Context: an optimization exercise on an open-source flow, tuned for small area, a short achievable clock period and few clock cycles. The choices shown serve that exercise and are no tape-out recipe.
At most, simulation tests tie the RTL to the original design; equivalence was not proved.

==> v15: inputs <==
==> flow/design.v (excerpt) <==
module cordic_rot_iter (
    input  logic        clk_i,
    input  logic        rst_i,
    input  logic        valid_i,
    output logic        ready_o,
    input  logic [63:0] angle_i,
    output logic        valid_o,
    input  logic        ready_i,
    output logic [63:0] cos_o,
    output logic [63:0] sin_o,
    output logic        range_err_o
);
Settings: LEC_CHECK=0, CAP_MARGIN=20, CORE_MARGIN=2, CORE_UTILIZATION=40, SLEW_MARGIN=20; clock period 8.0 ns.
run.sh (not shown) runs the stock make flow with config.mk's settings and CLKGATE_MAP_FILE= SYNTH_SCRIPT=/design/flow/synth_recipe.tcl, a recipe that flattens the netlist after the stock synthesis.
==> inputs of v30, as changes to v15 <==
--- a/flow/design.v
+++ b/flow/design.v
@@ -1310,17 +1310,15 @@
     logic signed [33:0] x32, yp32;
     logic [34:0] xt31;
     assign xt31 = {34'(x_q32), 1'b1} + {34'(yp_q32 >>> 31), dcur_q32};
     assign x32 = xt31[34:1];
     assign yp32 = (34'(yp_q32) - 34'(x_q32 >>> 31)) ^ {34{dcur_q32}};
-    logic v_q33;
-    logic e_q33;
-    logic signed [33:0] x_q33;
-    logic signed [33:0] yp_q33;
-    assign valid_o = v_q33;
-    assign en = ~(valid_o & ~ready_i);
-    assign ready_o = en;
+    logic o_v, s_v, o_e, s_e, o_load, rdy_q;
+    logic signed [33:0] o_x, o_y, s_x, s_y;
+    assign en = ~s_v;
+    assign ready_o = rdy_q;   
+    assign o_load = ~o_v | ready_i;
     always_ff @(posedge clk_i or posedge rst_i) begin
         if (rst_i) begin
             v_q1 <= 1'b0;
             v_q2 <= 1'b0;
             v_q3 <= 1'b0;
@@ -1351,45 +1349,56 @@
             v_q28 <= 1'b0;
             v_q29 <= 1'b0;
             v_q30 <= 1'b0;
             v_q31 <= 1'b0;
             v_q32 <= 1'b0;
-            v_q33 <= 1'b0;
-        end else if (en) begin
-            v_q1 <= valid_i;
-            v_q2 <= v_q1;
-            v_q3 <= v_q2;
-            v_q4 <= v_q3;
-            v_q5 <= v_q4;
-            v_q6 <= v_q5;
-            v_q7 <= v_q6;
-            v_q8 <= v_q7;
-            v_q9 <= v_q8;
-            v_q10 <= v_q9;
-            v_q11 <= v_q10;
-            v_q12 <= v_q11;
-            v_q13 <= v_q12;
-            v_q14 <= v_q13;
-            v_q15 <= v_q14;
-            v_q16 <= v_q15;
-            v_q17 <= v_q16;
-            v_q18 <= v_q17;
-            v_q19 <= v_q18;
-            v_q20 <= v_q19;
-            v_q21 <= v_q20;
-            v_q22 <= v_q21;
-            v_q23 <= v_q22;
-            v_q24 <= v_q23;
-            v_q25 <= v_q24;
-            v_q26 <= v_q25;
-            v_q27 <= v_q26;
-            v_q28 <= v_q27;
-            v_q29 <= v_q28;
-            v_q30 <= v_q29;
-            v_q31 <= v_q30;
-            v_q32 <= v_q31;
-            v_q33 <= v_q32;
+            o_v <= 1'b0;
+            s_v <= 1'b0;
+            rdy_q <= 1'b1;
+        end else begin
+            if (en) begin
+                v_q1 <= valid_i;
+                v_q2 <= v_q1;
+                v_q3 <= v_q2;
+                v_q4 <= v_q3;
+                v_q5 <= v_q4;
+                v_q6 <= v_q5;
+                v_q7 <= v_q6;
+                v_q8 <= v_q7;
+                v_q9 <= v_q8;
+                v_q10 <= v_q9;
+                v_q11 <= v_q10;
+                v_q12 <= v_q11;
+                v_q13 <= v_q12;
+                v_q14 <= v_q13;
+                v_q15 <= v_q14;
+                v_q16 <= v_q15;
+                v_q17 <= v_q16;
+                v_q18 <= v_q17;
+                v_q19 <= v_q18;
+                v_q20 <= v_q19;
+                v_q21 <= v_q20;
+                v_q22 <= v_q21;
+                v_q23 <= v_q22;
+                v_q24 <= v_q23;
+                v_q25 <= v_q24;
+                v_q26 <= v_q25;
+                v_q27 <= v_q26;
+                v_q28 <= v_q27;
+                v_q29 <= v_q28;
+                v_q30 <= v_q29;
+                v_q31 <= v_q30;
+                v_q32 <= v_q31;
+            end
+            if (o_load) begin
+                o_v <= s_v | v_q32;
+                s_v <= 1'b0;
+                rdy_q <= 1'b1;
+            end else if (en) begin
+                s_v <= v_q32;
+                rdy_q <= ~v_q32;
+            end
         end
     end
     always_ff @(posedge clk_i) begin
         if (en) begin
             e_q1 <= e0;
@@ -1556,14 +1565,22 @@
             yp_q31 <= yp30;
             e_q32 <= e_q31;
             dcur_q32 <= d31;
             x_q32 <= x31;
             yp_q32 <= yp31;
-            e_q33 <= e_q32;
-            x_q33 <= x32;
-            yp_q33 <= yp32;
+        end
+        if (o_load) begin
+            o_x <= s_v ? s_x : x32;
+            o_y <= s_v ? s_y : yp32;
+            o_e <= s_v ? s_e : e_q32;
+        end
+        if (en) begin
+            s_x <= x32;
+            s_y <= yp32;
+            s_e <= e_q32;
         end
     end
-    assign cos_o = {{30{x_q33[33]}}, x_q33};
-    assign sin_o = {{30{yp_q33[33]}}, yp_q33};
-    assign range_err_o = e_q33;
+    assign valid_o = o_v;
+    assign cos_o = {{30{o_x[33]}}, o_x};
+    assign sin_o = {{30{o_y[33]}}, o_y};
+    assign range_err_o = o_e;
 endmodule
--- a/flow/config.mk
+++ b/flow/config.mk
@@ -6,6 +6,8 @@
 export NUM_CORES = 4
 export LEC_CHECK = 0
 export CAP_MARGIN = 20
 export CORE_MARGIN = 2
 export CORE_UTILIZATION = 40
+export CTS_BUF_LIST = sky130_fd_sc_hd__clkbuf_4 sky130_fd_sc_hd__clkbuf_8
+export SETUP_SLACK_MARGIN = 5.0
 export SLEW_MARGIN = 20
==> run notes <==
Run status: v15 finished clean; v30 finished clean
Area grow syn2layout: v15 10.33%; v30 28.50%
Count of TritonRoute iterations in the first routing pass: v15 8; v30 6
Wirelength, routed: v15 507.4 mm; v30 558.9 mm
Routing usage on met1: v15 0.2735; v30 0.2791
Global Route Usage Sum: v15 0.2084; v30 0.2191
#MultiIn Comb: v15 14,792; v30 14,672
Critical hold path startpoint: v15 d0_q1_q2_q3_q4_q5; v30 e_q11
Detailed Route Iter0 Violations: v15 10,806; v30 11,332
Die extent in x: v15 685.2 µm; v30 686.5 µm
Ratio of routed vias to standard cells: v15 5.578; v30 5.644
Total CTS buffers: v15 295; v30 437
Worst-path fanout max: v15 105; v30 8
Critical path arrival: v15 6230 ps; v30 2050 ps
Category of the most critical setup path: v15 in2reg; v30 reg2out
Sort of element at the end of the critical path: v15 flop; v30 output port
Floorplan die height: v15 685.2 µm; v30 686.5 µm
Fraction of synthesized cell area taken by the top area cell type: v15 0.3815; v30 0.3800
CP peak stage delay: v15 870 ps; v30 420 ps
Simple logic cell fraction of the synthesized area: v15 0.1060; v30 0.1118
Testbench counts of v30, summed over its fixed seeds: cycles 1,864.
Function not checked in v15: the RTL went through the layout flow alone.

==> afterwards: timing with drivers on the ports <==
Ports are ideal in the flow. The routed layouts listed here were re-timed in OpenROAD. Step 1 assumes that a clkbuf_16 drives the clock port and a buf_2 every other input. Step 2 adds t to the input delays and takes it off the output delays; t is the mean of the earliest and latest rising clock arrival at the registers after step 1. Input paths then give back, and output paths get back, about the clock's delay inside the block. a / b / c = ideal ports / drivers / drivers and shift; a / b = the first two.
| run | shift t [ns] | setup WS [ns] | clock arrival spread, ns | slew at the worst register clock pin (ns) | cell pins on the clock port's net |
|---|---|---|---|---|---|
| v15 | 1.042 | 2.574 / 2.666 / 1.624 | 0.064 / 0.063 | 0.06 / 0.06 | 1 |
| v30 | 1.290 | 4.347 / 4.228 / 3.424 | 0.113 / 0.113 | 0.08 / 0.08 | 1 |
After both steps every run listed still meets setup and hold. For v15, which loses most, drivers alone change the setup slack by +0.092 ns; drivers and shift together by -0.950 ns.
